Background: an optimization exercise with open tools, aiming at a short achievable clock period and few clock cycles per item. Do not read the settings as production practice. Only simulation tests tie the RTL to the original design; equivalence was not proved. Power figures rest on the tool's default switching activity, not on a simulated workload.

==> flow/design.v <==
package ncgr_pkg;
  localparam int WINDOW_POSITIONS = 36;
  localparam int LABEL_BITS       = 20;
  localparam int CNT_W            = 6;
  localparam int KCNT_W           = 7;
  localparam int CFG_DATA_W       = 20;
  localparam int CFG_INDEX_W      = 3;
  localparam int RATE_W           = 24;
  localparam int OUT_RATE_W       = 32;
  localparam int DVD_W            = 49;
  localparam logic [CFG_INDEX_W-1:0] REG_GROUP_A  = 3'd0;
  localparam logic [CFG_INDEX_W-1:0] REG_GROUP_B  = 3'd1;
  localparam logic [CFG_INDEX_W-1:0] REG_R_LIMIT  = 3'd2;
  localparam logic [CFG_INDEX_W-1:0] REG_K_LIMIT  = 3'd3;
  localparam logic [CFG_INDEX_W-1:0] REG_ALPHA    = 3'd4;
  localparam logic [CFG_INDEX_W-1:0] REG_BETA     = 3'd5;
  localparam logic [CFG_INDEX_W-1:0] REG_CAP_R    = 3'd6;
  localparam logic [CFG_INDEX_W-1:0] REG_CAP_K    = 3'd7;
  localparam logic [1:0] TYPE_R  = 2'd1;
  localparam logic [1:0] TYPE_K  = 2'd2;
  localparam logic [1:0] STAGE_K = 2'd2;
  typedef enum logic [3:0] {
    ST_IDLE,
    ST_SCAN,
    ST_UPD,
    ST_MUL0,
    ST_CROWD,
    ST_MULLO,
    ST_MULHI,
    ST_DIV,
    ST_SUM,
    ST_FIN
  } state_t;
endpackage
import ncgr_pkg::*;
module neighborhood_crowding_growth_rate_unit (
  input  logic                   clk,
  input  logic                   rst,
  input  logic                   cfg_we,
  input  logic [2:0]             cfg_index,
  input  logic [19:0]            cfg_data,
  input  logic                   item_valid,
  output logic                   item_ready,
  input  logic [19:0]            item_density_code,
  input  logic [19:0]            item_occupant_label,
  input  logic [1:0]             item_position_stage,
  input  logic [1:0]             item_center_type,
  input  logic signed [23:0]     item_inherent_rate,
  input  logic                   item_last_position,
  output logic                   result_valid,
  input  logic                   result_ready,
  output logic signed [31:0]     result_adjusted_rate,
  output logic [5:0]             result_r_neighbors,
  output logic [6:0]             result_k_neighbors,
  output logic [6:0]             result_total_neighbors
);
  logic [19:0] group_a;
  logic [19:0] group_b;
  logic [14:0] r_limit;
  logic [14:0] k_limit;
  logic [15:0] alpha;
  logic [15:0] beta;
  logic [15:0] cap_r;
  logic [15:0] cap_k;
  always_ff @(posedge clk) begin
    if (rst) begin
      group_a <= '0;
      group_b <= '0;
      r_limit <= '0;
      k_limit <= '0;
      alpha   <= '0;
      beta    <= '0;
      cap_r   <= 16'd256;
      cap_k   <= 16'd256;
    end else if (cfg_we) begin
      unique case (cfg_index)
        REG_GROUP_A: group_a <= cfg_data[19:0];
        REG_GROUP_B: group_b <= cfg_data[19:0];
        REG_R_LIMIT: r_limit <= cfg_data[14:0];
        REG_K_LIMIT: k_limit <= cfg_data[14:0];
        REG_ALPHA:   alpha   <= cfg_data[15:0];
        REG_BETA:    beta    <= cfg_data[15:0];
        REG_CAP_R:   cap_r   <= cfg_data[15:0];
        REG_CAP_K:   cap_k   <= cfg_data[15:0];
        default: ;
      endcase
    end
  end
  ncgr_pkg::state_t state;
  ncgr_pkg::state_t state_next;
  logic [LABEL_BITS-1:0] lab;
  logic                  sel_r;
  logic [1:0]            stage;
  logic [1:0]            ctype;
  logic signed [23:0]    rate;
  logic                  last;
  logic [LABEL_BITS-1:0] r_mem [WINDOW_POSITIONS];
  logic [LABEL_BITS-1:0] k_mem [WINDOW_POSITIONS];
  logic [LABEL_BITS-1:0] r_rdata;
  logic [LABEL_BITS-1:0] k_rdata;
  logic [CNT_W-1:0]      r_cnt;
  logic [CNT_W-1:0]      k_cnt;
  logic [CNT_W-1:0]      s2_cnt;
  logic [CNT_W-1:0]      idx;
  logic                  rd_pend;
  logic                  found;
  logic [CNT_W-1:0]   rc;
  logic [KCNT_W-1:0]  kc;
  logic               crowded;
  logic [22:0]        prod;
  logic [14:0]        lim;
  logic [15:0]        cap;
  logic [31:0]        crowd;
  logic [55:0]        mag;
  logic [DVD_W-1:0]   dvd;
  logic [15:0]        rem;
  logic [5:0]         div_cnt;
  logic signed [31:0] res;
  logic               out_valid;
  logic signed [31:0] out_rate;
  logic [5:0]         out_r;
  logic [6:0]         out_k;
  logic [6:0]         out_n;
  logic                  in_range_r;
  logic [20:0]           b_top;
  logic [CNT_W-1:0]      sel_cnt;
  logic [LABEL_BITS-1:0] rdata;
  logic                  hit;
  logic                  found_any;
  logic                  issue;
  logic                  scan_done;
  logic                  add_new;
  logic [CNT_W-1:0]      r_upd;
  logic [CNT_W-1:0]      k_upd;
  logic [CNT_W-1:0]      s2_upd;
  logic [KCNT_W-1:0]     n;
  logic [23:0]           arate;
  logic [39:0]           hi_prod;
  logic [55:0]           mag_sum;
  logic [16:0]           rem_sh;
  logic                  rem_ge;
  logic signed [50:0]    wide;
  logic                  load_out;
  assign b_top = {1'b0, group_a} + {2'b0, group_b[19:1]};
  assign in_range_r =
      (item_density_code != '0 && item_density_code <= {1'b0, group_a[19:1]}) ||
      (item_density_code > group_a && {1'b0, item_density_code} <= b_top);
  assign sel_cnt   = sel_r ? r_cnt : k_cnt;
  assign rdata     = sel_r ? r_rdata : k_rdata;
  assign hit       = rd_pend && rdata == lab;
  assign found_any = found || hit;
  assign issue     = state == ST_SCAN && !found_any && idx < sel_cnt;
  assign scan_done = found_any || (idx == sel_cnt && !rd_pend);
  assign add_new = lab != '0 && !found && sel_cnt < CNT_W'(WINDOW_POSITIONS);
  assign r_upd   = r_cnt + CNT_W'(add_new && sel_r);
  assign k_upd   = k_cnt + CNT_W'(add_new && !sel_r);
  assign s2_upd  = s2_cnt +
                   CNT_W'(stage == STAGE_K && s2_cnt < CNT_W'(WINDOW_POSITIONS));
  assign n       = {1'b0, rc} + kc;
  assign arate   = rate[23] ? 24'(-rate) : 24'(rate);
  assign hi_prod = {16'b0, arate} * {24'b0, crowd[31:16]};
  assign mag_sum = mag + {hi_prod, 16'b0};
  assign rem_sh  = {rem, dvd[DVD_W-1]};
  assign rem_ge  = rem_sh >= {1'b0, cap};
  assign wide    = rate[23] ? (51'(rate) + {2'b0, dvd}) : (51'(rate) - {2'b0, dvd});
  assign load_out = state == ST_FIN && (!out_valid || result_ready);
  always_ff @(posedge clk) begin
    if (rst) state <= ST_IDLE;
    else     state <= state_next;
  end
  always_comb begin
    state_next = state;
    unique case (state)
      ST_IDLE: begin
        if (item_valid) state_next = (item_occupant_label != '0) ? ST_SCAN : ST_UPD;
      end
      ST_SCAN:  if (scan_done) state_next = ST_UPD;
      ST_UPD:   state_next = last ? ST_MUL0 : ST_IDLE;
      ST_MUL0:  state_next = ST_CROWD;
      ST_CROWD: state_next = crowded ? ST_MULLO : ST_FIN;
      ST_MULLO: state_next = ST_MULHI;
      ST_MULHI: state_next = ST_DIV;
      ST_DIV:   if (div_cnt == 6'(DVD_W - 1)) state_next = ST_SUM;
      ST_SUM:   state_next = ST_FIN;
      ST_FIN:   if (load_out) state_next = ST_IDLE;
      default:  state_next = ST_IDLE;
    endcase
  end
  assign item_ready = state == ST_IDLE;
  always_ff @(posedge clk) begin
    r_rdata <= r_mem[idx];
    k_rdata <= k_mem[idx];
    if (state == ST_UPD && add_new) begin
      if (sel_r) r_mem[r_cnt] <= lab;
      else       k_mem[k_cnt] <= lab;
    end
  end
  always_ff @(posedge clk) begin
    if (rst) begin
      r_cnt  <= '0;
      k_cnt  <= '0;
      s2_cnt <= '0;
    end else if (state == ST_UPD) begin
      if (last) begin
        r_cnt  <= '0;
        k_cnt  <= '0;
        s2_cnt <= '0;
      end else begin
        r_cnt  <= r_upd;
        k_cnt  <= k_upd;
        s2_cnt <= s2_upd;
      end
    end
  end
  always_ff @(posedge clk) begin
    if (rst) begin
      rd_pend <= 1'b0;
      found   <= 1'b0;
      idx     <= '0;
    end else begin
      unique case (state)
        ST_IDLE: begin
          rd_pend <= 1'b0;
          found   <= 1'b0;
          idx     <= '0;
          if (item_valid) begin
            lab   <= item_occupant_label;
            sel_r <= in_range_r;
            stage <= item_position_stage;
            ctype <= item_center_type;
            rate  <= item_inherent_rate;
            last  <= item_last_position;
          end
        end
        ST_SCAN: begin
          rd_pend <= issue;
          found   <= found_any;
          if (issue) idx <= idx + 1'b1;
        end
        default: ;
      endcase
    end
  end
  always_ff @(posedge clk) begin
    unique case (state)
      ST_UPD: begin
        rc <= r_upd;
        kc <= {1'b0, k_upd} + {1'b0, s2_upd};
      end
      ST_MUL0: begin
        if (ctype == TYPE_R) begin
          crowded <= {n, 8'b0} >= r_limit;
          prod    <= {7'b0, alpha} * {16'b0, kc};
          lim     <= r_limit;
          cap     <= (cap_r == '0) ? 16'd1 : cap_r;
        end else begin
          crowded <= ctype == TYPE_K && {n, 8'b0} >= k_limit;
          prod    <= {7'b0, beta} * {17'b0, rc};
          lim     <= k_limit;
          cap     <= (cap_k == '0) ? 16'd1 : cap_k;
        end
      end
      ST_CROWD: begin
        crowd <= 32'({n, 16'b0}) + {1'b0, prod, 8'b0} - {9'b0, lim, 8'b0};
        res   <= 32'(rate);
      end
      ST_MULLO: mag <= 56'({16'b0, arate} * {24'b0, crowd[15:0]});
      ST_MULHI: begin
        dvd     <= mag_sum[55:7];
        rem     <= '0;
        div_cnt <= '0;
      end
      ST_DIV: begin
        rem     <= rem_ge ? 16'(rem_sh - {1'b0, cap}) : rem_sh[15:0];
        dvd     <= {dvd[DVD_W-2:0], rem_ge};
        div_cnt <= div_cnt + 1'b1;
      end
      ST_SUM: begin
        if (wide[50:31] != {20{wide[50]}})
          res <= wide[50] ? 32'sh8000_0000 : 32'sh7fff_ffff;
        else
          res <= wide[31:0];
      end
      default: ;
    endcase
  end
  always_ff @(posedge clk) begin
    if (rst) begin
      out_valid <= 1'b0;
    end else if (load_out) begin
      out_valid <= 1'b1;
    end else if (result_ready) begin
      out_valid <= 1'b0;
    end
  end
  always_ff @(posedge clk) begin
    if (load_out) begin
      out_rate <= res;
      out_r    <= rc;
      out_k    <= kc;
      out_n    <= n;
    end
  end
  assign result_valid           = out_valid;
  assign result_adjusted_rate   = out_rate;
  assign result_r_neighbors     = out_r;
  assign result_k_neighbors     = out_k;
  assign result_total_neighbors = out_n;
endmodule
==> flow/run.sh <==
#!/bin/bash
# synth_recipe.tcl (not shown) runs the flow's synth.tcl, then flattens the netlist and writes it again
# the make line also repeats each setting of config.mk as NAME=value (left out here)
make -C /OpenROAD-flow-scripts/flow DESIGN_CONFIG=/design/flow/config.mk WORK_HOME=/design/flow/orfs CLKGATE_MAP_FILE= SYNTH_SCRIPT=/design/flow/synth_recipe.tcl finish
==> flow/config.mk <==
export PLATFORM = sky130hd
export DESIGN_NAME = neighborhood_crowding_growth_rate_unit
export DESIGN_NICKNAME = neighborhood_crowding_growth_rate_unit
export VERILOG_FILES = /design/flow/design.v
export SDC_FILE = /design/flow/constraint.sdc
export NUM_CORES = 4
export LEC_CHECK = 0
export CAP_MARGIN = 20
export CORE_MARGIN = 2
export CORE_UTILIZATION = 40
export SLEW_MARGIN = 20
==> flow/constraint.sdc <==
create_clock -name core_clock -period 11.0 [get_ports {clk}]
set_input_delay 2.2000 -clock core_clock [delete_from_list [all_inputs] [get_ports {clk}]]
set_output_delay 2.2000 -clock core_clock [all_outputs]
set_load 0.01 [all_outputs]
==> impl_metrics.tcl <==
set metrics [dict create \
    run_status "complete, no violations" \
    cts.path.max_buffers 4 \
    hp-class "register to register" \
    most-common-layout-cells "edfxtp_1, nand2_1, inv_1" \
    drt-pass1-iter-count 5 \
    gr-total-overflow 0 \
    cts.sinks 1973 \
    synthesis.area_um2 110000 \
    swShare 0.391 \
    ys_ff_latch 1973 \
    hold_violations 0 \
    place_area_um2 116000 \
    start_util 0.401 \
    synth.avg_cell_area_um2 13.4 \
    netlist_instances 8199 \
    worstPathBufferInverterCount 6 \
    power.switching_mw 13.6 \
    die-area_um2 278000 \
    nets 9524 \
    dr.first_iter.drc_count 5411 \
    combPwrFrac 0.534 \
    relSlewSlack 0.260 \
    core.rowCount 192 \
    p_total_mw 34.9 \
    routedWlPerCell_um 23.2 \
    cts-root-buf "clkbuf_16" \
    cp-end-kind "register" \
    routed_wirelength_mm 280 \
    vdd.ir_drop.worst_mv 1.16 \
    synth_top_cell_area_share 0.485 \
    slew_violations 0 \
    synth_edf_count 1769 \
    rsz0062_at_grt "false" \
    yosysTopAreaCell "edfxtp_1" \
    internal_power_mw 21.2 \
    path_clk_slew_ns 0.06 \
    ys_warn_count 1 \
    cts_made_buffers 209 \
    power_frac_seq 0.264 \
    cp_top_family "adder cells" \
    area_delta_synth_final_pct 12.0 \
    grt_pass1_wl_mm 426 \
    path_max_fanout 24 \
    gp_congestion 0.888 \
    async_flop_share 0 \
    p_clk_frac 0.203 \
    setup_viol 0 \
    critPathMaxStageDelay_ns 0.91 \
    grt_usage 0.201 \
    cts_hold_buf 0 \
    avgViaCountPerCell 5.46 \
    clock_latency_ns 0.93 \
    io_pins 151 \
    fp.dieH_um 527 \
    fin_crit_sh 0.916 \
    cts_resized 0 \
    yosysSeqAreaShare 0.522 \
    fin_worst_skew_ns 0.129 \
    grt_pass1_vias 67800 \
    crit_type "register to register" \
    cts_tree "built" \
    synthFlopType "edfxtp_1" \
    antenna_left 0 \
    cp.arrival_ns 10.61 \
    vias 66100 \
    post_cts_buffers 0 \
    antenna_found_initial 9 \
    grt_max_degree 99 \
    powerDensity_nw_per_um2 284 \
    cts_max_level 4 \
    fmax_mhz 99.2 \
    synth_top_cells_by_area "edfxtp_1, fa_1, mux4_2" \
    core_um2 273000 \
    fin_tns_setup_ns 0 \
    final_common_cell "edfxtp_1" \
    max-cap-violations 0 \
    port_buffers 150 \
    drcViolationCount 0 \
    drive_gt1_frac 0.127 \
    synth_nets 9395 \
    die_x_um 527 \
    cp-start-kind "register" \
    max_slew.worst_pin.slew_ns 1.08 \
    crit_slowest_cell "a2111oi_0" \
    period_needed_ns 10.08 \
    leakagePower_nw 43.8 \
    crit_top_cell "fa_1" \
    ys_types 88 \
    dp_hpwl_mm 185 \
    final_area_um2 123000 \
    cp_data_required_time_ns 11.53 \
]
-- cell type report --
cell class	count	area, µm²
fillers	24100	150000
flip-flops and latches	1973	57200
multi-input cells	5080	48800
clock buffers	264	5610
well taps	3589	4490
inverters	772	2900
repair buffers	292	2580
clock inverters	120	1170
diodes	5	12.5
-- synth_stat cells (13+ instances only) --
library cell and instances:
edfxtp_1 1769, nand2_1 1005, inv_1 771, fa_1 579, ha_1 520, mux4_2 440
a21oi_1 376, and2_1 340, nor2_1 306, clkbuf_1 300, xnor2_1 207, dfxtp_1 204
o21ai_0 198, xor2_1 114, nor3_1 90, nand3_1 85, mux2i_1 71, nor4_1 62
a21o_1 59, buf_1 53, nand4_1 47, o21a_1 45, nand2b_1 41, o21bai_1 41
nor2b_1 38, o211ai_1 31, mux2_2 28, a31oi_1 27, a211oi_1 23, and3_1 23
or3_1 22, or2_2 19, o31ai_1 16, a311oi_1 14, clkbuf_2 14, nor3b_1 14
or4_1 14, o41ai_1 13
-- metal layers --
layer | up-vias | share of wire | global-route usage
li1 | 29700 | - | -
met1 | 34000 | 0.43 | 0.272
met2 | 1949 | 0.49 | 0.339
met3 | 419 | 0.052 | 0.0244
met4 | 4 | 0.030 | 0.0584
met5 | - | 0.000096 | 0
-- logic make-up (layout without fill, tap and decap cells) --
group	Yosys count	after routing	share of synthesized area
and+or+nand+nor	2157	2157	0.0929
DFF	1973	1973	0.522
buffers and inverters	1146	1448	0.0398
adders and majority gates	1099	1099	0.165
AOI/OAI and AO/OA	964	964	0.0548
muxes	539	539	0.0998
xor gates and xnor gates	321	321	0.0257
other	0	5	0
-- worst paths after layout --
kind | endpoint | slack (ns) | start | cells past startpoint
setup / recovery | dvd[48] | 0.92 | rate[5] | 36
hold / removal | out_rate[23] | 0.41 | res[23] | 0
setup reg to reg | dvd[48] | 0.92 | rate[5] | 36
hold reg to reg | out_rate[23] | 0.41 | res[23] | 0
-- worst reg2reg max path, delay by kind of cell, from the launching register on --
kind / cells / cell delay (ns)
fa+ha+maj: 8 / 3.78
compound gates: 10 / 2.89
simple gates: 10 / 1.69
buf+inv: 6 / 0.60
flops: 1 / 0.51
xor+xnor: 2 / 0.32
-- power by group through the flow --
stage               registers (mW)  clock network [mW]  logic [mW]
floorplan                     9.32                   0        14.6
global placement              9.35                   0        18.3
detailed placement            9.35                   0        18.5
CTS                           9.19                7.20        18.7
global route                  9.20                7.47        21.2
finish                        9.19                7.06        18.6
-- registers in the layout (all words and copies together) (netlist names), 19 cells and up --
signal,count
crowd,24
dvd,49
group_a,20
group_b,19
k_mem,720
k_rdata,20
lab,20
mag,32
out_rate,32
prod,23
r_mem,720
r_rdata,20
rate,24
res,32
-- through the flow --
stage | hold slack (ns) | instances | setup slack (ns) | util
2_1_floorplan | 0.400 | 8199 | 1.85 | -
3_3_place_gp | 0.403 | 11700 | 1.00 | 0.424
3_5_place_dp | 0.405 | 11700 | 0.813 | 0.424
4_1_cts | 0.418 | 12100 | 0.766 | 0.449
5_1_grt | 0.424 | 12100 | 0.253 | 0.449
6_report | 0.414 | 12100 | 0.922 | 0.449
Testbench counts, summed over its fixed seeds: cycles 218,332, positions 24,091.

afterwards: timing with drivers on the ports:
The results above use ideal ports. As a check the final layout listed here was re-extracted and re-timed, cells and wires unchanged.
Step 1 sets driving cells, clkbuf_16 on the clock port and buf_2 on the other inputs (assumed; they add their load-dependent delay and slew).
Step 2, shift: input delay + t, output delay - t, t = (earliest + latest rising clock arrival at the registers) / 2. This alone moves slack from input paths to output paths.
Slacks: no drivers / after step 1 / after step 2; pairs: no drivers / after step 1.
t (ns): 0.955
slack for setup (ns): 0.922 / 0.922 / 0.922
worst setup path at the end: register to register
latest minus earliest clock arrival (ns): 0.135 / 0.135
pins driven straight from the clock port: 1
After both steps this run still meets setup and hold. The setup slack of this run moves by 0.000 ns with the drivers and by 0.000 ns with both steps.
